Background: an optimization exercise with open tools, aiming at small area, a short achievable clock period and few clock cycles per item. Do not read the settings as production practice.
Only simulation tests tie the RTL to the original design; equivalence was not proved.

$ cat flow/constraint.sdc
create_clock -name core_clock -period 8.0 [get_ports {clk}]
set_input_delay 1.6000 -clock core_clock [delete_from_list [all_inputs] [get_ports {clk}]]
set_output_delay 1.6000 -clock core_clock [all_outputs]
set_load 0.01 [all_outputs]
$ cat flow/design.v
module sha256_stream_core (
    input  logic         clk,
    input  logic         rst,
    input  logic         valid_in,
    output logic         ready_in,
    input  logic         first_in,
    input  logic         last_in,
    input  logic [511:0] data_in,
    output logic [255:0] data_out,
    output logic         valid_out,
    output logic         busy
);
    localparam logic [31:0] IV0 = 32'h6a09e667;
    localparam logic [31:0] IV1 = 32'hbb67ae85;
    localparam logic [31:0] IV2 = 32'h3c6ef372;
    localparam logic [31:0] IV3 = 32'ha54ff53a;
    localparam logic [31:0] IV4 = 32'h510e527f;
    localparam logic [31:0] IV5 = 32'h9b05688c;
    localparam logic [31:0] IV6 = 32'h1f83d9ab;
    localparam logic [31:0] IV7 = 32'h5be0cd19;
    localparam logic [31:0] K0  = 32'h428a2f98;
    localparam logic [31:0] Y_IV = IV7 + K0;         
    localparam logic [31:0] Z_IV = IV3 + IV7 + K0;   
    function automatic logic [31:0] k_next(input logic [5:0] idx);
        case (idx)
            6'd0: k_next = 32'h71374491;
            6'd1: k_next = 32'hb5c0fbcf;
            6'd2: k_next = 32'he9b5dba5;
            6'd3: k_next = 32'h3956c25b;
            6'd4: k_next = 32'h59f111f1;
            6'd5: k_next = 32'h923f82a4;
            6'd6: k_next = 32'hab1c5ed5;
            6'd7: k_next = 32'hd807aa98;
            6'd8: k_next = 32'h12835b01;
            6'd9: k_next = 32'h243185be;
            6'd10: k_next = 32'h550c7dc3;
            6'd11: k_next = 32'h72be5d74;
            6'd12: k_next = 32'h80deb1fe;
            6'd13: k_next = 32'h9bdc06a7;
            6'd14: k_next = 32'hc19bf174;
            6'd15: k_next = 32'he49b69c1;
            6'd16: k_next = 32'hefbe4786;
            6'd17: k_next = 32'h0fc19dc6;
            6'd18: k_next = 32'h240ca1cc;
            6'd19: k_next = 32'h2de92c6f;
            6'd20: k_next = 32'h4a7484aa;
            6'd21: k_next = 32'h5cb0a9dc;
            6'd22: k_next = 32'h76f988da;
            6'd23: k_next = 32'h983e5152;
            6'd24: k_next = 32'ha831c66d;
            6'd25: k_next = 32'hb00327c8;
            6'd26: k_next = 32'hbf597fc7;
            6'd27: k_next = 32'hc6e00bf3;
            6'd28: k_next = 32'hd5a79147;
            6'd29: k_next = 32'h06ca6351;
            6'd30: k_next = 32'h14292967;
            6'd31: k_next = 32'h27b70a85;
            6'd32: k_next = 32'h2e1b2138;
            6'd33: k_next = 32'h4d2c6dfc;
            6'd34: k_next = 32'h53380d13;
            6'd35: k_next = 32'h650a7354;
            6'd36: k_next = 32'h766a0abb;
            6'd37: k_next = 32'h81c2c92e;
            6'd38: k_next = 32'h92722c85;
            6'd39: k_next = 32'ha2bfe8a1;
            6'd40: k_next = 32'ha81a664b;
            6'd41: k_next = 32'hc24b8b70;
            6'd42: k_next = 32'hc76c51a3;
            6'd43: k_next = 32'hd192e819;
            6'd44: k_next = 32'hd6990624;
            6'd45: k_next = 32'hf40e3585;
            6'd46: k_next = 32'h106aa070;
            6'd47: k_next = 32'h19a4c116;
            6'd48: k_next = 32'h1e376c08;
            6'd49: k_next = 32'h2748774c;
            6'd50: k_next = 32'h34b0bcb5;
            6'd51: k_next = 32'h391c0cb3;
            6'd52: k_next = 32'h4ed8aa4a;
            6'd53: k_next = 32'h5b9cca4f;
            6'd54: k_next = 32'h682e6ff3;
            6'd55: k_next = 32'h748f82ee;
            6'd56: k_next = 32'h78a5636f;
            6'd57: k_next = 32'h84c87814;
            6'd58: k_next = 32'h8cc70208;
            6'd59: k_next = 32'h90befffa;
            6'd60: k_next = 32'ha4506ceb;
            6'd61: k_next = 32'hbef9a3f7;
            6'd62: k_next = 32'hc67178f2;
            6'd63: k_next = 32'h428a2f98;
            default: k_next = 32'h0;
        endcase
    endfunction
    function automatic logic [31:0] bsig0(input logic [31:0] x);
        bsig0 = {x[1:0], x[31:2]} ^ {x[12:0], x[31:13]} ^ {x[21:0], x[31:22]};
    endfunction
    function automatic logic [31:0] bsig1(input logic [31:0] x);
        bsig1 = {x[5:0], x[31:6]} ^ {x[10:0], x[31:11]} ^ {x[24:0], x[31:25]};
    endfunction
    function automatic logic [31:0] ssig0(input logic [31:0] x);
        ssig0 = {x[6:0], x[31:7]} ^ {x[17:0], x[31:18]} ^ {3'b0, x[31:3]};
    endfunction
    function automatic logic [31:0] ssig1(input logic [31:0] x);
        ssig1 = {x[16:0], x[31:17]} ^ {x[18:0], x[31:19]} ^ {10'b0, x[31:10]};
    endfunction
    function automatic logic [31:0] maj(input logic [31:0] x, input logic [31:0] y,
                                        input logic [31:0] z);
        maj = (x & y) | (x & z) | (y & z);
    endfunction
    function automatic logic [63:0] csa(input logic [31:0] x, input logic [31:0] y,
                                        input logic [31:0] z);
        logic [31:0] s, c, m;
        s = x ^ y ^ z;
        m = maj(x, y, z);
        c = {m[30:0], 1'b0};
        csa = {c, s};
    endfunction
    logic [5:0]   cnt_q;        
    logic         run_q;        
    logic         ready_q;      
    logic         busy_q;
    logic         last_q;
    logic         valid_q;
    logic [255:0] dout_q;
    logic [31:0]  a_q, b_q, c_q, d_q, e_q, f_q, g_q, h_q;
    logic [31:0]  y_q;          
    logic [31:0]  z_q;          
    logic [31:0]  w_q [16];     
    logic [31:0]  ha_q [4];     
    logic [31:0]  he_q [4];     
    logic accept;
    logic load;                 
    logic [5:0] cnt_d;
    assign accept    = ready_q & valid_in & ~rst;
    assign load      = ready_q;
    assign ready_in  = ready_q;
    assign busy      = busy_q;
    assign valid_out = valid_q;
    assign data_out  = dout_q;
    logic [31:0] s1, ch, s0, mj, wt;
    logic [63:0] t1c, t2c, l2, l3, e2;
    logic [31:0] a_new, e_new;
    always_comb begin
        wt  = w_q[0];
        s1  = bsig1(e_q);
        ch  = (e_q & f_q) ^ (~e_q & g_q);
        s0  = bsig0(a_q);
        mj  = maj(a_q, b_q, c_q);
        t1c = csa(wt, s1, ch);
        t2c = csa(y_q, s0, mj);
        l2  = csa(t1c[31:0], t1c[63:32], t2c[31:0]);
        l3  = csa(l2[31:0], l2[63:32], t2c[63:32]);
        a_new = l3[31:0] + l3[63:32];
        e2  = csa(t1c[31:0], t1c[63:32], z_q);
        e_new = e2[31:0] + e2[63:32];
    end
    logic [63:0] m1, m2;
    logic [31:0] w_new;
    always_comb begin
        m1 = csa(w_q[0], w_q[9], ssig0(w_q[1]));
        m2 = csa(m1[31:0], m1[63:32], ssig1(w_q[14]));
        w_new = m2[31:0] + m2[63:32];
    end
    logic        fold;
    logic [31:0] op_g, op_c, kn;
    logic [63:0] p1, p2, p3;
    logic [31:0] y_calc, z_calc;
    always_comb begin
        fold = run_q & (cnt_q == 6'd62);
        op_g = load ? he_q[3] : g_q;
        op_c = load ? ha_q[3] : c_q;
        kn   = k_next(cnt_q);
        p1   = csa(op_g, kn, fold ? ha_q[0] : 32'h0);
        y_calc = p1[31:0] + p1[63:32];
        p2   = csa(op_g, kn, op_c);
        p3   = csa(p2[31:0], p2[63:32], fold ? he_q[0] : 32'h0);
        z_calc = p3[31:0] + p3[63:32];
    end
    logic [31:0] ff_a, ff_e;
    always_comb begin
        logic [31:0] sa, se, xa, xe;
        if (cnt_q == 6'd61) begin
            sa = ha_q[3]; se = he_q[3];
        end else if (cnt_q == 6'd62) begin
            sa = ha_q[2]; se = he_q[2];
        end else begin
            sa = ha_q[1]; se = he_q[1];
        end
        xa = run_q ? a_q : 32'h0;
        xe = run_q ? e_q : 32'h0;
        ff_a = sa + xa;
        ff_e = se + xe;
    end
    logic done;    
    assign done = run_q & ready_q;
    always_ff @(posedge clk) begin
        if (load) begin
            for (int i = 0; i < 16; i++) w_q[i] <= data_in[511 - 32*i -: 32];
        end else begin
            for (int i = 0; i < 15; i++) w_q[i] <= w_q[i + 1];
            w_q[15] <= w_new;
        end
        if (load && first_in) begin
            a_q <= IV0; b_q <= IV1; c_q <= IV2; d_q <= IV3;
            e_q <= IV4; f_q <= IV5; g_q <= IV6; h_q <= IV7;
            y_q <= Y_IV;
            z_q <= Z_IV;
        end else begin
            y_q <= y_calc;
            z_q <= z_calc;
            if (load) begin
                a_q <= run_q ? a_new : ha_q[0];
                b_q <= ff_a;
                c_q <= ha_q[2];
                d_q <= ha_q[3];
                e_q <= run_q ? e_new : he_q[0];
                f_q <= ff_e;
                g_q <= he_q[2];
                h_q <= he_q[3];
            end else begin
                a_q <= a_new; b_q <= a_q; c_q <= b_q; d_q <= c_q;
                e_q <= e_new; f_q <= e_q; g_q <= f_q; h_q <= g_q;
            end
        end
    end
    always_comb begin
        if (rst) cnt_d = 6'd63;
        else if (accept) cnt_d = 6'd0;
        else if (ready_q) cnt_d = 6'd63;
        else cnt_d = cnt_q + 6'd1;
    end
    always_ff @(posedge clk) begin
        cnt_q   <= cnt_d;
        ready_q <= (cnt_d == 6'd63);
        busy_q  <= (cnt_d != 6'd63);
        if (rst) begin
            run_q   <= 1'b0;
            valid_q <= 1'b0;
            dout_q  <= '0;
        end else begin
            valid_q <= done & last_q;
            if (done & last_q)
                dout_q <= {a_new, ff_a, ha_q[2], ha_q[3], e_new, ff_e, he_q[2], he_q[3]};
            if (accept) begin
                run_q  <= 1'b1;
                last_q <= last_in;
            end else if (ready_q) begin
                run_q  <= 1'b0;
            end
        end
        if (rst || (accept && first_in)) begin
            ha_q[0] <= IV0; ha_q[1] <= IV1; ha_q[2] <= IV2; ha_q[3] <= IV3;
            he_q[0] <= IV4; he_q[1] <= IV5; he_q[2] <= IV6; he_q[3] <= IV7;
        end else if (run_q) begin
            if (cnt_q == 6'd61) begin
                ha_q[3] <= ff_a; he_q[3] <= ff_e;
            end
            if (cnt_q == 6'd62) begin
                ha_q[2] <= ff_a; he_q[2] <= ff_e;
            end
            if (cnt_q == 6'd63) begin
                ha_q[1] <= ff_a; he_q[1] <= ff_e;
                ha_q[0] <= a_new; he_q[0] <= e_new;
            end
        end
    end
endmodule
$ cat flow/config.mk
export PLATFORM = sky130hd
export DESIGN_NAME = sha256_stream_core
export DESIGN_NICKNAME = sha256_stream_core
export VERILOG_FILES = /design/flow/design.v
export SDC_FILE = /design/flow/constraint.sdc
export NUM_CORES = 4
export LEC_CHECK = 0
export CAP_MARGIN = 20
export CORE_MARGIN = 2
export CORE_UTILIZATION = 40
export SLEW_MARGIN = 20
$ cat flow/run.sh
#!/bin/bash
# synth_recipe.tcl (not shown) runs the flow's synth.tcl, then flattens the netlist and writes it again
# the make line also repeats each setting of config.mk as NAME=value (left out here)
make -C /OpenROAD-flow-scripts/flow DESIGN_CONFIG=/design/flow/config.mk WORK_HOME=/design/flow/orfs CLKGATE_MAP_FILE= SYNTH_SCRIPT=/design/flow/synth_recipe.tcl finish
==> results.py, run 1 <==
metrics = {
    "clocking": {
        "clk_pin_slew_ps": 60,
        "cts_sinks": 1323,
        "cts_root_buf": "clkbuf_16",
        "ctsResizeCount": 0,
        "numCtsBuffers": 152,
        "insertion_delay_ps": 840,
        "postCtsHoldBufs": 0,
        "tritoncts": "yes",
        "cts_buffer_depth": 3,
        "cts_max_level": 4,
        "post_cts_buffers": 0,
    },
    "route": {
        "ant_nets": 0,
        "drcViolationCount": 0,
        "wl_um": 322000,
        "drt-initial-drc-count": 6378,
        "via_count": 59700,
        "firstDrtPassIters": 6,
        "drt-vias-per-instance": 5.67,
        "routedWlPerCell_um": 30.6,
    },
    "min_path": {
        "min_to": "w_q[4][3]$_DFF_P_",
        "hold_class": "reg -> reg",
        "hold_path.startpoint": "w_q[5][3]$_DFF_P_",
        "min_path_cells": 1,
    },
    "sta": {
        "worst_pin_slew_ps": 1160,
        "hold_viol_final": 0,
        "fin_worst_skew_ps": 48.0,
        "rsz0062_at_grt": "false",
        "clock.fmax_mhz": 158,
        "drv_slew": 0,
        "hold_slack_ps": 434,
        "min_period_ps": 6340,
        "setup_viol": 0,
        "slew_headroom_pct": 20.6,
        "period_share_pct": 79.2,
        "fin_tns_setup_ps": 0,
    },
    "layout": {
        "fin_cells": 10500,
        "layout_common_cells": "1,320 x dfxtp_1, 1,118 x nand2_1, 773 x clkdlybuf4s50_1, 673 x a21oi_1, 483 x mux2_2",
        "mostFrequentLayoutCell": "dfxtp_1",
        "finalInstanceArea_mm2": 0.0840,
        "drive_gt1_share_pct": 10.8,
        "fin_util_pct": 49.0,
        "nets": 9103,
        "n_fill_cell": 16100,
        "syn_to_final_growth_pct": 21.9,
    },
    "placed_design": {
        "gp_congestion": 1.04,
        "placed_cells": 10200,
        "numPortBuffers": 775,
        "dp_hpwl_um": 257000,
        "placed_area_mm2": 0.0786,
    },
    "worst_setup_path": {
        "startpoint_type": "flip-flop",
        "reg2reg_depth": 17,
        "r2r_slack_ps": 1660,
        "required_ps": 8640,
        "cp-end-kind": "flip-flop",
        "rr_endpoint": "e_q[31]$_SDFF_PP0_",
        "crit_fanout": 6,
        "path_class": "reg -> reg",
        "arrival_ps": 6980,
        "timing.rr.start": "e_q[26]$_SDFF_PP0_",
    },
    "synthesis": {
        "yosys_register_bits": 1323,
        "muxShareOfSynthArea_pct": 10.3,
        "ys_seq_area_share_pct": 38.4,
        "synth-edff-count": 1,
        "synth_fp_nets": 8577,
        "synth_ff_type": "dfxtp_1",
        "yosys.area_share.simple_pct": 13.0,
        "synth_area_mm2": 0.0689,
        "synth-async-reset-ratio_pct": 0,
        "synth_top_family_by_area": "compound AO/OA/AOI/OAI gates",
        "yosysWarningCount": 4,
        "synth.distinct_cells": 86,
        "synth-compound-area-share_pct": 14.3,
        "yosys.area_share.adder_pct": 13.4,
        "postSynthCellCount": 7538,
        "synth-xor-area-share_pct": 6.14,
        "avgSynthCellArea_um2": 9.15,
    },
    "global_route": {
        "grt_pass1_wl_um": 443000,
        "grt_usage_pct": 35.8,
        "grt_pass1_vias": 57100,
        "grt_max_degree": 211,
        "grt-ovfl-total": 0,
        "antenna_found_initial": 58,
    },
    "floorplanning": {
        "rows": 152,
        "core_area_mm2": 0.171,
        "dieHeight_um": 419,
        "fp.dieW_um": 419,
        "die-area_mm2": 0.176,
        "pin_count": 776,
        "start_util_pct": 40.2,
    },
    "run_status": {
        "outcome": "finished clean",
    },
    "job": {
        "max_cap_viol_count": 0,
    },
}
state kept, by name (all words and copies together) (netlist names), 128 cells and up:
name,cells
dout_q,256
ha_q,128
he_q,128
w_q,512
area by class of cell:
type	instances	area, um^2	area share, %
Multi-Input combinational cell	5409	39500	47.1
Sequential cell	1323	26500	31.5
Timing Repair Buffer	866	8480	10.1
Clock buffer	213	4430	5.28
Tap cell	2310	2890	3.44
Inverter	312	1170	1.39
Clock inverter	62	938	1.12
Antenna cell	22	55.1	0.0655
through the flow:
| stage | setup WS [ps] |
|---|---|
| 6_report | 1660 |
| 5_1_grt | 1430 |
| 4_1_cts | 1860 |
| 3_5_place_dp | 1290 |
| 3_3_place_gp | 1280 |
| 2_1_floorplan | 2540 |
routing by layer:
| layer | routed length [um] | global-route usage [%] |
|---|---|---|
| met1 | 131000 | 46.0 |
| met2 | 146000 | 56.7 |
| met3 | 28500 | 8.41 |
| met4 | 16800 | 16.7 |
| met5 | 265 | 0 |
logic make-up after synthesis:
group	Yosys count
simple gates	2083
compound gates	1615
flops	1323
buf+inv	806
mux	649
fa+ha+maj	579
xor+xnor	483
worst max-delay path by stage:
stage	startpoint	to	slack, ps	cells past startpoint
2_1_floorplan	ready_q$_DFF_P_	z_q[31]$_SDFF_PP0_	2540	21
3_3_place_gp	valid_in	kn[13]$_DFF_P_	1280	10
3_5_place_dp	valid_in	kn[13]$_DFF_P_	1290	10
4_1_cts	e_q[26]$_SDFF_PP0_	e_q[31]$_SDFF_PP0_	1860	17
5_1_grt	e_q[26]$_SDFF_PP0_	e_q[31]$_SDFF_PP0_	1430	17
6_report	e_q[26]$_SDFF_PP0_	e_q[31]$_SDFF_PP0_	1660	17
cells in the mapped netlist (25+ instances only):
| master | count | area share [%] |
|---|---|---|
| a21oi_1 | 676 | 4.9 |
| and2_1 | 116 | 1.1 |
| xor2_1 | 126 | 1.6 |
| maj3_1 | 57 | 0.83 |
| mux2i_1 | 166 | 2.4 |
| o211ai_1 | 114 | 1.2 |
| buf_1 | 51 | 0.28 |
| nand2b_1 | 29 | 0.26 |
| nand4_1 | 25 | 0.23 |
| clkbuf_1 | 437 | 2.4 |
| nor3_1 | 61 | 0.44 |
| dfxtp_1 | 1322 | 38 |
| nor2b_1 | 32 | 0.29 |
| xnor2_1 | 357 | 4.5 |
| nand3_1 | 138 | 1.0 |
| o21bai_1 | 29 | 0.32 |
| a211oi_1 | 47 | 0.51 |
| o2bb2ai_1 | 44 | 0.56 |
| ha_1 | 238 | 4.3 |
| o21a_1 | 32 | 0.35 |
| a31oi_1 | 50 | 0.45 |
| fa_1 | 284 | 8.2 |
| a21o_1 | 101 | 1.1 |
| nand2_1 | 1125 | 6.1 |
| inv_1 | 307 | 1.7 |
| and3_1 | 41 | 0.37 |
| mux2_2 | 483 | 7.9 |
| nor2_1 | 429 | 2.3 |
| o21ai_0 | 324 | 2.4 |
worst max-delay path, cell delays in order, from the launching register on:
cell and delay (ps):
dfxtp_1 590, xor2_1 280, xnor2_1 220, fa_1 530
xnor2_1 310, xnor2_1 110, ha_1 270, fa_1 490
a211oi_1 240, nor2_1 210, o31ai_1 610, a21oi_1 300
o21ai_1 390, o21ai_0 190, o41ai_2 460, nor2_1 100
a211oi_1 630, o21ai_0 200
Testbench counts, summed over its fixed seeds: cycles 16,208, blocks 253.
==> run 2, diff against run 1 <==
--- a/flow/config.mk
+++ b/flow/config.mk
@@ -8,4 +8,5 @@
 export CAP_MARGIN = 20
 export CORE_MARGIN = 2
 export CORE_UTILIZATION = 40
+export SETUP_SLACK_MARGIN = 4.5
 export SLEW_MARGIN = 20
==> results.py, run 2 <==
metrics = {
    "layout": {
        "register_area_mm2": 0.0267,
        "fin_cells": 11100,
        "n_fill_cell": 14600,
        "layout_common_cells": "1,222 x dfxtp_1, 1,047 x nand2_1, 767 x clkdlybuf4s50_1, 506 x a21oi_1, 480 x mux2_2",
        "fin_util_pct": 57.5,
        "largest-register": "w_q",
        "syn_to_final_growth_pct": 43.0,
        "largest_register_ffs": 512,
        "reg.largest.list": "w_q (512), dout_q (256)",
        "nets": 9685,
        "mostFrequentLayoutCell": "dfxtp_1",
        "multiInputGateArea_mm2": 0.0476,
        "drive_gt1_share_pct": 29.8,
    },
    "clocking": {
        "tritoncts": "yes",
        "cts_buffer_depth": 3,
        "postCtsHoldBufs": 0,
        "cts_root_buf": "clkbuf_16",
        "clk_pin_slew_ps": 60,
        "cts_max_level": 4,
        "numCtsBuffers": 150,
        "insertion_delay_ps": 840,
        "cts_sinks": 1323,
    },
    "worst_setup_path": {
        "path_class": "reg -> reg",
        "cp-end-kind": "flip-flop",
        "cp_slowest_cell": "fa_1",
        "crit_family": "adder cells",
        "startpoint_type": "flip-flop",
        "arrival_ps": 5440,
        "required_ps": 8690,
        "cpPeakStageDelay_ps": 640,
        "crit_top_cell": "buf_4",
        "crit_chain": "maj3_1, fa_1, maj3_2, fa_2, ha_2, inv_1, a21oi_1, nor2_2, a211oi_4, buf_4, o21ai_4, a21oi_4, a211oi_2, xor2_1, buf_4, o21a_1, nor2_1",
        "r2r_slack_ps": 3240,
        "crit_fanout": 6,
        "path_buf_inv": 3,
    },
    "global_route": {
        "grt_usage_pct": 37.4,
        "grt_max_degree": 142,
        "grt_pass1_wl_um": 467000,
        "grt-ovfl-total": 0,
        "antenna_found_initial": 39,
        "grt_pass1_vias": 62400,
    },
    "floorplanning": {
        "die-area_mm2": 0.176,
        "core_area_mm2": 0.171,
        "dieHeight_um": 419,
        "pin_count": 776,
        "start_util_pct": 40.2,
        "rows": 152,
        "fp.dieW_um": 419,
    },
    "synthesis": {
        "synthTopCellsByArea": "dfxtp_1 38%, fa_1 8.2%, mux2_2 7.9%, nand2_1 6.1%, a21oi_1 4.9%",
        "avgSynthCellArea_um2": 9.15,
        "synth_top_area_share_pct": 38.4,
        "yosys_register_bits": 1323,
        "postSynthCellCount": 7538,
        "synth_area_mm2": 0.0689,
        "yosysWarningCount": 4,
        "synth.distinct_cells": 86,
        "synth-edff-count": 1,
        "yosysMostFrequentCell": "dfxtp_1",
        "synthTopCellsByCount": "1,322 x dfxtp_1, 1,125 x nand2_1, 676 x a21oi_1, 483 x mux2_2, 437 x clkbuf_1",
        "yosysTopAreaCell": "dfxtp_1",
        "synth-async-reset-ratio_pct": 0,
        "ys_seq_area_share_pct": 38.4,
        "synth_ff_type": "dfxtp_1",
        "synth_fp_nets": 8577,
    },
    "sta": {
        "drv_slew": 0,
        "worst_pin_slew_ps": 1090,
        "setup_viol": 0,
        "fin_worst_skew_ps": 28.3,
        "period_share_pct": 59.5,
        "hold_slack_ps": 442,
        "fin_tns_setup_ps": 0,
        "min_period_ps": 4760,
        "rsz0062_at_grt": "true",
        "slew_headroom_pct": 27.6,
        "hold_viol_final": 0,
        "clock.fmax_mhz": 210,
    },
    "route": {
        "ant_nets": 0,
        "wl_um": 341000,
        "firstDrtPassIters": 6,
        "drt-initial-drc-count": 6855,
        "routedWlPerCell_um": 30.8,
        "drcViolationCount": 0,
        "via_count": 64100,
        "drt-vias-per-instance": 5.78,
    },
    "run_status": {
        "outcome": "finished clean",
    },
    "placed_design": {
        "placed_cells": 10200,
        "gp_congestion": 1.05,
        "dp_hpwl_um": 249000,
        "numPortBuffers": 775,
    },
    "job": {
        "max_cap_viol_count": 0,
    },
    "min_path": {
        "hold_class": "reg -> reg",
    },
}
run 2: cells by family after synthesis:
group | synth area share (%)
AND/OR/NAND/NOR | 13.0
AO/OA/AOI/OAI | 14.3
buffers and inverters | 4.41
adder cells (fa/ha/maj) | 13.4
multiplexers | 10.3
XOR/XNOR | 6.14
flip-flops | 38.4
run 2: routing by layer:
| layer | routed length (um) | track usage [%] | up-vias |
|---|---|---|---|
| met5 | 152 | 0 | - |
| met4 | 27700 | 24.5 | 24 |
| met3 | 32500 | 9.51 | 1119 |
| met2 | 158000 | 61.3 | 3731 |
| met1 | 123000 | 43.3 | 31300 |
| li1 | - | - | 27900 |
run 2: metrics by stage:
step	area [um^2]	setup slack (ps)
2_1_floorplan	70700	3640
3_3_place_gp	79800	2190
3_5_place_dp	79800	2230
4_1_cts	94700	3320
5_1_grt	98600	3160
6_report	98600	3240
run 2: repair_timing:
action	4_1_cts	5_1_grt
cloned	19	2
gates resized for setup	1257	521
pin swaps	470	365
setup buffers	395	172
endpoints found under the setup margin	937	610
run 2: worst paths after layout:
| kind | from | end | cells past startpoint |
|---|---|---|---|
| setup reg to reg | a_q[8]$_SDFF_PP0_ | dout_q[252]$_SDFFE_PP0P_ | 17 |
| setup / recovery | a_q[8]$_SDFF_PP0_ | dout_q[252]$_SDFFE_PP0P_ | 17 |
| hold reg to reg | w_q[4][29]$_DFF_P_ | w_q[3][29]$_DFF_P_ | 1 |
| hold / removal | w_q[4][29]$_DFF_P_ | w_q[3][29]$_DFF_P_ | 1 |
run 2: final cells by class:
class / instances / area share [%]
multi-input combinational: 5413 / 48.3
sequential: 1323 / 27.1
clock buffer: 225 / 4.48
clock inverter: 49 / 0.632
tap: 2310 / 2.93
antenna: 11 / 0.0279
timing repair buffer: 1446 / 15.3
inverter: 312 / 1.24
==> run 3, diff against run 2 <==
==> flow/flow/run.sh (new file) <==
#!/bin/bash
set -o pipefail
export BUFFER_PORTS_ARGS="-buffer_cell sky130_fd_sc_hd__buf_1"
bash standard.sh > standard_flow.log 2>&1
==> flow/standard.sh (new file) <==
#!/bin/bash
# synth_recipe.tcl (not shown) runs the flow's synth.tcl, then flattens the netlist and writes it again
# the make line also repeats each setting of config.mk as NAME=value (left out here)
make -C /OpenROAD-flow-scripts/flow DESIGN_CONFIG=/design/flow/config.mk WORK_HOME=/design/flow/orfs CLKGATE_MAP_FILE= SYNTH_SCRIPT=/design/flow/synth_recipe.tcl "${@:-finish}"
removed: flow/run.sh
==> results.py, run 3 <==
metrics = {
    "run_status": {
        "outcome": "finished clean",
    },
    "floorplanning": {
        "fp.dieW_um": 419,
        "dieHeight_um": 419,
        "start_util_pct": 40.2,
        "rows": 152,
        "die-area_mm2": 0.176,
        "pin_count": 776,
        "core_area_mm2": 0.171,
    },
    "sta": {
        "period_share_pct": 59.8,
        "rsz0062_at_grt": "true",
        "fin_worst_skew_ps": 62.3,
        "setup_viol": 0,
        "drv_slew": 0,
        "hold_viol_final": 0,
        "min_period_ps": 4780,
        "worst_pin_slew_ps": 1210,
        "fin_tns_setup_ps": 0,
        "clock.fmax_mhz": 209,
        "slew_headroom_pct": 19.1,
    },
    "worst_setup_path": {
        "path_buf_inv": 0,
        "required_ps": 8700,
        "timing.rr.start": "e_q[19]$_SDFF_PP1_",
        "path_class": "reg -> reg",
        "crit_family": "compound AO/OA/AOI/OAI gates",
        "cpPeakStageDelay_ps": 490,
        "cp_slowest_cell": "fa_1",
        "startpoint_type": "flip-flop",
        "cp-end-kind": "flip-flop",
        "crit_fanout": 5,
        "arrival_ps": 5480,
        "crit_path_start": "e_q[19]$_SDFF_PP1_",
        "crit_chain": "xor2_2, xnor2_2, fa_1, xnor2_2, xnor2_1, fa_1, ha_4, a21oi_4, nor3b_4, o21ai_2, a21oi_2, and3b_2, o21ai_4, a31oi_4, mux2i_2, a2111oi_4, o21ai_1",
    },
    "clocking": {
        "cts_root_buf": "clkbuf_16",
        "numCtsBuffers": 149,
        "cts_sinks": 1323,
        "cts_max_level": 4,
        "cts_buffer_depth": 3,
        "insertion_delay_ps": 860,
        "clk_pin_slew_ps": 60,
        "postCtsHoldBufs": 0,
        "tritoncts": "yes",
    },
    "synthesis": {
        "synth_top_area_share_pct": 38.4,
        "yosys_register_bits": 1323,
        "synth_area_mm2": 0.0689,
        "synth_fp_nets": 8577,
        "yosysTopAreaCell": "dfxtp_1",
        "synthTopCellsByArea": "dfxtp_1 38%, fa_1 8.2%, mux2_2 7.9%, nand2_1 6.1%, a21oi_1 4.9%",
        "ys_seq_area_share_pct": 38.4,
        "yosysWarningCount": 4,
        "synth.distinct_cells": 86,
        "avgSynthCellArea_um2": 9.15,
        "synth-edff-count": 1,
        "synthTopCellsByCount": "1,322 x dfxtp_1, 1,125 x nand2_1, 676 x a21oi_1, 483 x mux2_2, 437 x clkbuf_1",
        "synth_ff_type": "dfxtp_1",
        "yosysMostFrequentCell": "dfxtp_1",
        "postSynthCellCount": 7538,
        "synth-async-reset-ratio_pct": 0,
    },
    "min_path": {
        "hold_path.startpoint": "f_q[19]$_SDFF_PP0_",
        "hold_class": "reg -> reg",
    },
    "global_route": {
        "grt_max_degree": 198,
        "grt_usage_pct": 37.1,
        "grt_pass1_vias": 61600,
        "grt-ovfl-total": 0,
        "antenna_found_initial": 31,
        "grt_pass1_wl_um": 463000,
    },
    "route": {
        "via_count": 64100,
        "routedWlPerCell_um": 30.6,
        "drt-vias-per-instance": 5.77,
        "drt-initial-drc-count": 6486,
        "wl_um": 340000,
        "top_layer": "met5",
        "met3_length_um": 30200,
        "m1WireLength_um": 127000,
        "ant_nets": 0,
        "firstDrtPassIters": 6,
        "met2_length_um": 156000,
        "drcViolationCount": 0,
    },
    "layout": {
        "fin_util_pct": 54.6,
        "reg.largest.list": "w_q (512), dout_q (256)",
        "syn_to_final_growth_pct": 35.7,
        "drive_gt1_share_pct": 30.3,
        "layout_common_cells": "1,230 x dfxtp_1, 1,043 x nand2_1, 771 x buf_1, 492 x a21oi_1, 480 x mux2_2",
        "nets": 9696,
        "largest_register_ffs": 512,
        "mostFrequentLayoutCell": "dfxtp_1",
        "largest-register": "w_q",
    },
    "job": {
        "max_cap_viol_count": 0,
    },
    "placed_design": {
        "gp_congestion": 1.06,
        "numPortBuffers": 775,
        "dp_hpwl_um": 250000,
    },
}
run 3: cell counts after synthesis:
Identical to the previous run, type by type.
run 3: path summary, 6_finish.rpt:
check / end / slack, ps / cells past startpoint
setup / recovery: a_q[27]$_SDFF_PP1_ / 3220 / 17
hold / removal: g_q[19]$_SDFF_PP0_ / 450 / 1
setup reg to reg: a_q[27]$_SDFF_PP1_ / 3220 / 17
hold reg to reg: g_q[19]$_SDFF_PP0_ / 450 / 1
run 3: metrics by stage:
stage / hold slack [ps] / cells / area, um^2 / setup WS (ps)
6_report: 448 / 11100 / 93500 / 3220
5_1_grt: 455 / 11100 / 93500 / 3090
4_1_cts: 443 / 10900 / 89400 / 3270
3_5_place_dp: 441 / 10200 / 74900 / 2360
3_3_place_gp: 437 / 10200 / 74900 / 2310
2_1_floorplan: 431 / 7538 / 70700 / 3640
run 3: repair_timing:
| action | in CTS | in global routing |
|---|---|---|
| resized for setup | 1183 | 564 |
| pin swaps | 446 | 429 |
| cloned | 15 | 2 |
| setup endpoints to repair | 998 | 548 |
| buffers inserted | 402 | 186 |
run 3: layer usage:
layer	track usage, %	vias up
met5	0	-
li1	-	28000
met4	24.3	16
met3	8.70	924
met1	44.3	31600
met2	59.6	3543
run 3: cells by family after synthesis:
kind of cell    after synthesis  share of synthesized area [%]
compound gates             1615                           14.3
xor+xnor                    483                           6.14
fa+ha+maj                   579                           13.4
buf+inv                     806                           4.41
flops                      1323                           38.4
mux                         649                           10.3
simple gates               2083                           13.0
run 3: cell type report:
| cell class | instances | area [um^2] |
|---|---|---|
| clock inverter | 47 | 689 |
| antenna | 18 | 45.0 |
| inverter | 312 | 1210 |
| clock buffer | 222 | 4390 |
| sequential | 1323 | 26700 |
| multi-input combinational | 5413 | 47500 |
| timing repair buffer | 1458 | 10100 |
| tap | 2310 | 2890 |
| fill | 15200 | 77800 |
==> run 4, diff against run 3 <==
--- a/flow/config.mk
+++ b/flow/config.mk
@@ -8,5 +8,5 @@
 export CAP_MARGIN = 20
 export CORE_MARGIN = 2
 export CORE_UTILIZATION = 40
-export SETUP_SLACK_MARGIN = 4.5
+export SETUP_SLACK_MARGIN = 3.5
 export SLEW_MARGIN = 20
==> results.py, run 4 <==
metrics = {
    "clocking": {
        "clk_pin_slew_ps": 60,
        "cts_root_buf": "clkbuf_16",
        "cts_buffer_depth": 3,
        "postCtsHoldBufs": 0,
        "cts_max_level": 4,
        "tritoncts": "yes",
        "numCtsBuffers": 151,
        "insertion_delay_ps": 870,
        "cts_sinks": 1323,
    },
    "min_path": {
        "min_path_cells": 1,
        "min_to": "w_q[1][26]$_DFF_P_",
        "hold_path.startpoint": "w_q[2][26]$_DFF_P_",
        "hold_class": "reg -> reg",
    },
    "worst_setup_path": {
        "timing.rr.start": "e_q[18]$_SDFF_PP1_",
        "cp-end-kind": "flip-flop",
        "reg2reg_depth": 20,
        "startpoint_type": "flip-flop",
        "arrival_ps": 5610,
        "r2r_slack_ps": 3080,
        "crit_path_start": "e_q[18]$_SDFF_PP1_",
        "path_class": "reg -> reg",
        "rr_endpoint": "dout_q[251]$_SDFFE_PP0P_",
        "crit_fanout": 4,
        "required_ps": 8690,
    },
    "synthesis": {
        "synth-edff-count": 1,
        "yosysTopAreaCell": "dfxtp_1",
        "synth_top_area_share_pct": 38.4,
        "synth_area_mm2": 0.0689,
        "ys_seq_area_share_pct": 38.4,
        "yosysMostFrequentCell": "dfxtp_1",
        "avgSynthCellArea_um2": 9.15,
        "yosysWarningCount": 4,
        "synthTopCellsByCount": "1,322 x dfxtp_1, 1,125 x nand2_1, 676 x a21oi_1, 483 x mux2_2, 437 x clkbuf_1",
        "synth.distinct_cells": 86,
        "yosys_register_bits": 1323,
        "synth_ff_type": "dfxtp_1",
        "synth_fp_nets": 8577,
        "synthTopCellsByArea": "dfxtp_1 38%, fa_1 8.2%, mux2_2 7.9%, nand2_1 6.1%, a21oi_1 4.9%",
        "postSynthCellCount": 7538,
        "synth-async-reset-ratio_pct": 0,
    },
    "global_route": {
        "grt_pass1_vias": 59400,
        "met1_usage_pct": 43.7,
        "grt-ovfl-total": 0,
        "grt_pass1_wl_um": 440000,
        "top_usage_layer": "met2",
        "grtUsageMet3_pct": 8.80,
        "antenna_found_initial": 49,
        "met2_usage_pct": 54.6,
        "grt_usage_pct": 35.1,
        "grt_max_degree": 148,
    },
    "sta": {
        "worst_pin_slew_ps": 1150,
        "slew_headroom_pct": 22.4,
        "hold_viol_final": 0,
        "drv_slew": 0,
        "min_period_ps": 4920,
        "clock.fmax_mhz": 203,
        "fin_tns_setup_ps": 0,
        "setup_viol": 0,
        "fin_worst_skew_ps": 58.1,
        "rsz0062_at_grt": "true",
        "period_share_pct": 61.5,
    },
    "layout": {
        "largest_register_ffs": 512,
        "mostFrequentLayoutCell": "dfxtp_1",
        "register_area_mm2": 0.0267,
        "drive_gt1_share_pct": 20.8,
        "reg.largest.list": "w_q (512), dout_q (256)",
        "fin_util_pct": 50.2,
        "multiInputGateArea_mm2": 0.0438,
        "largest-register": "w_q",
        "n_fill_cell": 15900,
        "nets": 9343,
        "syn_to_final_growth_pct": 24.9,
        "layout_common_cells": "1,229 x dfxtp_1, 1,113 x nand2_1, 773 x buf_1, 615 x a21oi_1, 481 x mux2_2",
    },
    "job": {
        "max_cap_viol_count": 0,
    },
    "floorplanning": {
        "fp.dieW_um": 419,
        "die-area_mm2": 0.176,
        "start_util_pct": 40.2,
        "core_area_mm2": 0.171,
        "dieHeight_um": 419,
        "rows": 152,
        "pin_count": 776,
    },
    "route": {
        "drcViolationCount": 0,
        "wl_um": 319000,
        "drt-vias-per-instance": 5.74,
        "firstDrtPassIters": 8,
        "drt-initial-drc-count": 6365,
        "routedWlPerCell_um": 29.7,
        "ant_nets": 0,
        "via_count": 61700,
    },
    "placed_design": {
        "dp_hpwl_um": 240000,
        "numPortBuffers": 775,
        "gp_congestion": 1.07,
    },
    "run_status": {
        "outcome": "finished clean",
    },
}
==> run 4: cell counts after synthesis <==
No cell type changed its count.
==> run 4: repair_timing <==
item                                    4_1_cts  5_1_grt
pin swaps                                   138      222
endpoints found under the setup margin      580      321
gates cloned                                 11        4
buffers inserted                            102      116
resized for setup                           573      396
==> run 4: cell families (layout without fill, tap and decap cells) <==
kind of cell / after synthesis / count (layout) / synth area share [%]
DFF: 1323 / 1323 / 38.4
xor gates and xnor gates: 483 / 483 / 6.14
AOI/OAI and AO/OA: 1615 / 1615 / 14.3
and+or+nand+nor: 2083 / 2088 / 13.0
adders and majority gates: 579 / 579 / 13.4
other: 0 / 27 / 0
muxes: 649 / 649 / 10.3
buffers and inverters: 806 / 1681 / 4.41
==> run 4: worst max-delay path, stage by stage, from the launching register on <==
cell and delay, ps:
dfxtp_2 320, buf_8 130, xor2_4 190, xnor2_4 170, fa_2 630, inv_2 60
maj3_2 310, fa_1 600, ha_4 230, a21oi_4 160, nor3b_4 250, o21ai_4 100
a21oi_2 200, and3b_2 280, o21ai_4 210, a31oi_4 140, buf_6 150, mux2i_1 120
a2111oi_2 260, buf_4 200, o21ai_1 60
==> run 4: layer usage <==
metal / part of all wire [%] / vias up
met4: 7.3 / 36
li1: - / 27300
met5: 0.094 / -
met3: 9.6 / 878
met2: 44 / 3187
met1: 39 / 30300
==> run 4: through the flow <==
step	setup slack, ps	std cells	hold WS, ps	instance area (um^2)
after floorplan	3480	7538	431	69100
after global placement	1570	10200	437	73900
after detailed placement	1520	10200	440	74000
after CTS	3240	10600	421	83000
after global routing	3040	10700	438	86000
final	3080	10800	424	86100
==> run 4: how the worst max path moves through the flow <==
stage,end,slack (ps),cells after the start
6_report,dout_q[251]$_SDFFE_PP0P_,3080,20
5_1_grt,dout_q[251]$_SDFFE_PP0P_,3040,20
4_1_cts,dout_q[127]$_SDFFE_PP0P_,3240,17
3_5_place_dp,dout_q[127]$_SDFFE_PP0P_,1520,17
3_3_place_gp,dout_q[127]$_SDFFE_PP0P_,1570,17
2_1_floorplan,z_q[31]$_SDFF_PP0_,3480,22
==> run 4: area by class of cell <==
class                   instances  area share, %
diodes                         27         0.0785
clock buffers                 204           4.95
clock inverters                63           1.18
inverters                     312           1.37
multi-input cells            5414           50.9
flip-flops and latches       1323           31.1
well taps                    2310           3.36
repair buffers               1102           7.07
==> run 5, diff against run 4 <==
--- a/flow/config.mk
+++ b/flow/config.mk
@@ -8,5 +8,5 @@
 export CAP_MARGIN = 20
 export CORE_MARGIN = 2
 export CORE_UTILIZATION = 40
-export SETUP_SLACK_MARGIN = 3.5
+export SETUP_SLACK_MARGIN = 5
 export SLEW_MARGIN = 20
==> results.py, run 5 <==
metrics = {
    "sta": {
        "min_period_ps": 4840,
        "hold_viol_final": 0,
        "period_share_pct": 60.4,
        "rsz0062_at_grt": "true",
        "drv_slew": 0,
        "setup_viol": 0,
        "worst_pin_slew_ps": 1090,
        "fin_tns_setup_ps": 0,
        "layout_setup_ws_ps": 3160,
        "slew_headroom_pct": 27.1,
        "clock.fmax_mhz": 207,
        "fin_worst_skew_ps": 60.4,
    },
    "route": {
        "firstDrtPassIters": 6,
        "wl_um": 342000,
        "drt-vias-per-instance": 5.74,
        "drcViolationCount": 0,
        "ant_nets": 0,
        "routedWlPerCell_um": 30.4,
        "via_count": 64600,
        "drt-initial-drc-count": 6466,
    },
    "layout": {
        "n_fill_cell": 14900,
        "largest_register_ffs": 512,
        "layout_common_cells": "1,201 x dfxtp_1, 1,023 x nand2_1, 659 x buf_1, 481 x mux2_2, 463 x a21oi_1",
        "nets": 9864,
        "finalInstanceArea_mm2": 0.0973,
        "reg.largest.list": "w_q (512), dout_q (256)",
        "drive_gt1_share_pct": 34.8,
        "syn_to_final_growth_pct": 41.2,
        "largest-register": "w_q",
        "mostFrequentLayoutCell": "dfxtp_1",
    },
    "worst_setup_path": {
        "path_class": "reg -> reg",
        "cp-endpoint": "dout_q[254]$_SDFFE_PP0P_",
        "r2r_slack_ps": 3160,
        "timing.rr.start": "a_q[1]$_SDFF_PP1_",
        "crit_path_start": "a_q[1]$_SDFF_PP1_",
        "rr_endpoint": "dout_q[254]$_SDFFE_PP0P_",
        "cpPeakStageDelay_ps": 610,
        "cp_slowest_cell": "fa_1",
        "crit_family": "adder cells",
        "crit_fanout": 3,
        "cp-end-kind": "flip-flop",
        "reg2reg_depth": 20,
        "required_ps": 8690,
        "path_buf_inv": 4,
        "startpoint_type": "flip-flop",
        "arrival_ps": 5530,
        "path_depth": 20,
        "crit_chain": "maj3_2, fa_1, inv_1, maj3_2, fa_1, inv_1, ha_4, fa_2, a21o_1, a21oi_2, nand2b_4, a211oi_4, o21ai_2, a21oi_2, buf_6, buf_4, a211oi_2, xor2_1, o21a_1, nor2_1",
    },
    "clocking": {
        "tritoncts": "yes",
        "cts_root_buf": "clkbuf_16",
        "insertion_delay_ps": 850,
        "cts_max_level": 4,
        "numCtsBuffers": 148,
        "clk_pin_slew_ps": 60,
        "postCtsHoldBufs": 0,
        "cts_sinks": 1323,
        "cts_buffer_depth": 3,
    },
    "synthesis": {
        "synth-xor-area-share_pct": 6.14,
        "postSynthCellCount": 7538,
        "synthTopCellsByArea": "dfxtp_1 38%, fa_1 8.2%, mux2_2 7.9%, nand2_1 6.1%, a21oi_1 4.9%",
        "ys_seq_area_share_pct": 38.4,
        "yosys.area_share.adder_pct": 13.4,
        "synth.distinct_cells": 86,
        "synth_ff_type": "dfxtp_1",
        "synth_top_family_by_area": "compound AO/OA/AOI/OAI gates",
        "synth-compound-area-share_pct": 14.3,
        "yosysWarningCount": 4,
        "synth_top_area_share_pct": 38.4,
        "yosys.area_share.simple_pct": 13.0,
        "muxShareOfSynthArea_pct": 10.3,
        "synth-edff-count": 1,
        "yosysTopAreaCell": "dfxtp_1",
        "synth_fp_nets": 8577,
        "synth_area_mm2": 0.0689,
        "yosysMostFrequentCell": "dfxtp_1",
        "synthTopCellsByCount": "1,322 x dfxtp_1, 1,125 x nand2_1, 676 x a21oi_1, 483 x mux2_2, 437 x clkbuf_1",
        "synth-async-reset-ratio_pct": 0,
        "yosys_register_bits": 1323,
        "avgSynthCellArea_um2": 9.15,
    },
    "floorplanning": {
        "die-area_mm2": 0.176,
        "pin_count": 776,
        "dieHeight_um": 419,
        "core_area_mm2": 0.171,
        "start_util_pct": 40.2,
        "rows": 152,
        "fp.dieW_um": 419,
    },
    "global_route": {
        "grt_pass1_wl_um": 465000,
        "grt_usage_pct": 37.2,
        "grt_max_degree": 188,
        "grt_pass1_vias": 62100,
        "antenna_found_initial": 29,
        "grt-ovfl-total": 0,
    },
    "placed_design": {
        "numPortBuffers": 775,
        "dp_hpwl_um": 246000,
        "gp_congestion": 1.00,
        "placed_area_mm2": 0.0757,
        "dp_worst_setup_slack_ps": 2310,
    },
    "min_path": {
        "hold_class": "reg -> reg",
    },
    "run_status": {
        "outcome": "finished clean",
    },
    "job": {
        "max_cap_viol_count": 0,
    },
}
==> run 5: cell types whose count changed in the layout (fill, tap and decap cells not counted), sizes merged, moves of 2 or more <==
| cell | previous run | this run |
|---|---|---|
| buf | 1095 | 1602 |
| diode | 27 | 13 |
| bufbuf | 2 | 9 |
| clkbuf | 209 | 216 |
| inv | 318 | 312 |
| clkinv | 36 | 41 |
| clkinvlp | 7 | 11 |
| and2 | 120 | 117 |
| nand2 | 1125 | 1127 |
==> run 5: what timing repair did <==
item                                    4_1_cts  5_1_grt
endpoints found under the setup margin     1167      800
gates resized for setup                    1443      696
cloned                                       22        4
pin swaps                                   435      465
setup buffers                               505      244
==> run 5: through the flow <==
stage          utilization [%]  hold WS, ps  std cells
2_1_floorplan                -          431       7538
3_3_place_gp              44.1          437      10200
3_5_place_dp              44.2          442      10200
4_1_cts                   53.8          431      11000
5_1_grt                   56.8          434      11300
6_report                  56.8          439      11300
==> run 5: cell families after synthesis <==
family          count (synthesis)
simple gates                 2083
compound gates               1615
flops                        1323
buf+inv                       806
mux                           649
fa+ha+maj                     579
xor+xnor                      483
==> run 5: cell type report <==
| class | count | area, um^2 | share of cell area (%) |
|---|---|---|---|
| Antenna cell | 13 | 32.5 | 0.0334 |
| Clock buffer | 201 | 4130 | 4.25 |
| Multi-Input combinational cell | 5413 | 48600 | 50.0 |
| Tap cell | 2310 | 2890 | 2.97 |
| Timing Repair Buffer | 1626 | 12600 | 13.0 |
| Sequential cell | 1323 | 26800 | 27.5 |
| Clock inverter | 65 | 886 | 0.910 |
| Inverter | 312 | 1280 | 1.31 |
| Timing Repair inverter | 1 | 16.3 | 0.0167 |
==> run 5: how the worst min path moves through the flow <==
stage	startpoint	to	slack [ps]	depth (start not counted)
after floorplan	f_q[10]$_SDFF_PP0_	g_q[10]$_SDFF_PP0_	430	1
after global placement	w_q[13][31]$_DFF_P_	w_q[12][31]$_DFF_P_	440	1
after detailed placement	w_q[12][6]$_DFF_P_	w_q[11][6]$_DFF_P_	440	1
after CTS	w_q[10][24]$_DFF_P_	w_q[9][24]$_DFF_P_	430	1
after global routing	w_q[10][24]$_DFF_P_	w_q[9][24]$_DFF_P_	430	1
final	w_q[10][24]$_DFF_P_	w_q[9][24]$_DFF_P_	440	1
==> run 5: worst reg2reg max path: cells and delay by family (launching register included) <==
kind / cells / cell delay (ps)
buffers and inverters: 4 / 390
AOI/OAI and AO/OA: 7 / 1140
DFF: 1 / 370
adders and majority gates: 6 / 2330
xor gates and xnor gates: 1 / 210
and+or+nand+nor: 2 / 230
==> run 5: layer usage <==
layer	routed length, um	GRT usage, %
met4	29300	25.8
met1	125000	43.6
met2	157000	59.9
met5	140	0
met3	31500	9.28

[separate check: timing with driven ports]
The flow's constraints put no driver on any port. The routed layouts listed below were extracted and timed again, unchanged, in two steps.
Step 1 (the two cells are an assumption about what drives the block):
set clk [get_ports {clk}]
set_driving_cell -lib_cell sky130_fd_sc_hd__clkbuf_16 $clk
set_driving_cell -lib_cell sky130_fd_sc_hd__buf_2 [delete_from_list [all_inputs] $clk]
Step 2 adds t to the input delays and takes it off the output delays; t is the mean of the earliest and latest rising clock arrival at the registers after step 1. Input paths then give back, and output paths get back, about the clock's delay inside the block.
Slacks: ideal ports / drivers / drivers and shift; pairs: ideal ports / drivers.
| run | t (ns) | slack for setup (ns) | worst register clock-pin slew, ns | worst slew at a driven data input, ns | cell pins on the clock port's net |
|---|---|---|---|---|---|
| run 1 | 0.907 | 1.665 / 1.665 / 1.156 | 0.07 / 0.07 | 0.22 | 1 |
| run 2 | 0.926 | 3.243 / 3.243 / 3.184 | 0.07 / 0.07 | 0.21 | 1 |
| run 3 | 0.937 | 3.218 / 3.218 / 3.218 | 0.07 / 0.07 | 0.24 | 1 |
| run 4 | 0.921 | 3.078 / 3.078 / 2.883 | 0.07 / 0.07 | 0.19 | 1 |
| run 5 | 0.925 | 3.165 / 3.165 / 3.165 | 0.07 / 0.07 | 0.23 | 1 |
After both steps every run listed still meets setup and hold. For run 1, which loses most, drivers alone change the setup slack by 0.000 ns; drivers and shift together by -0.509 ns.
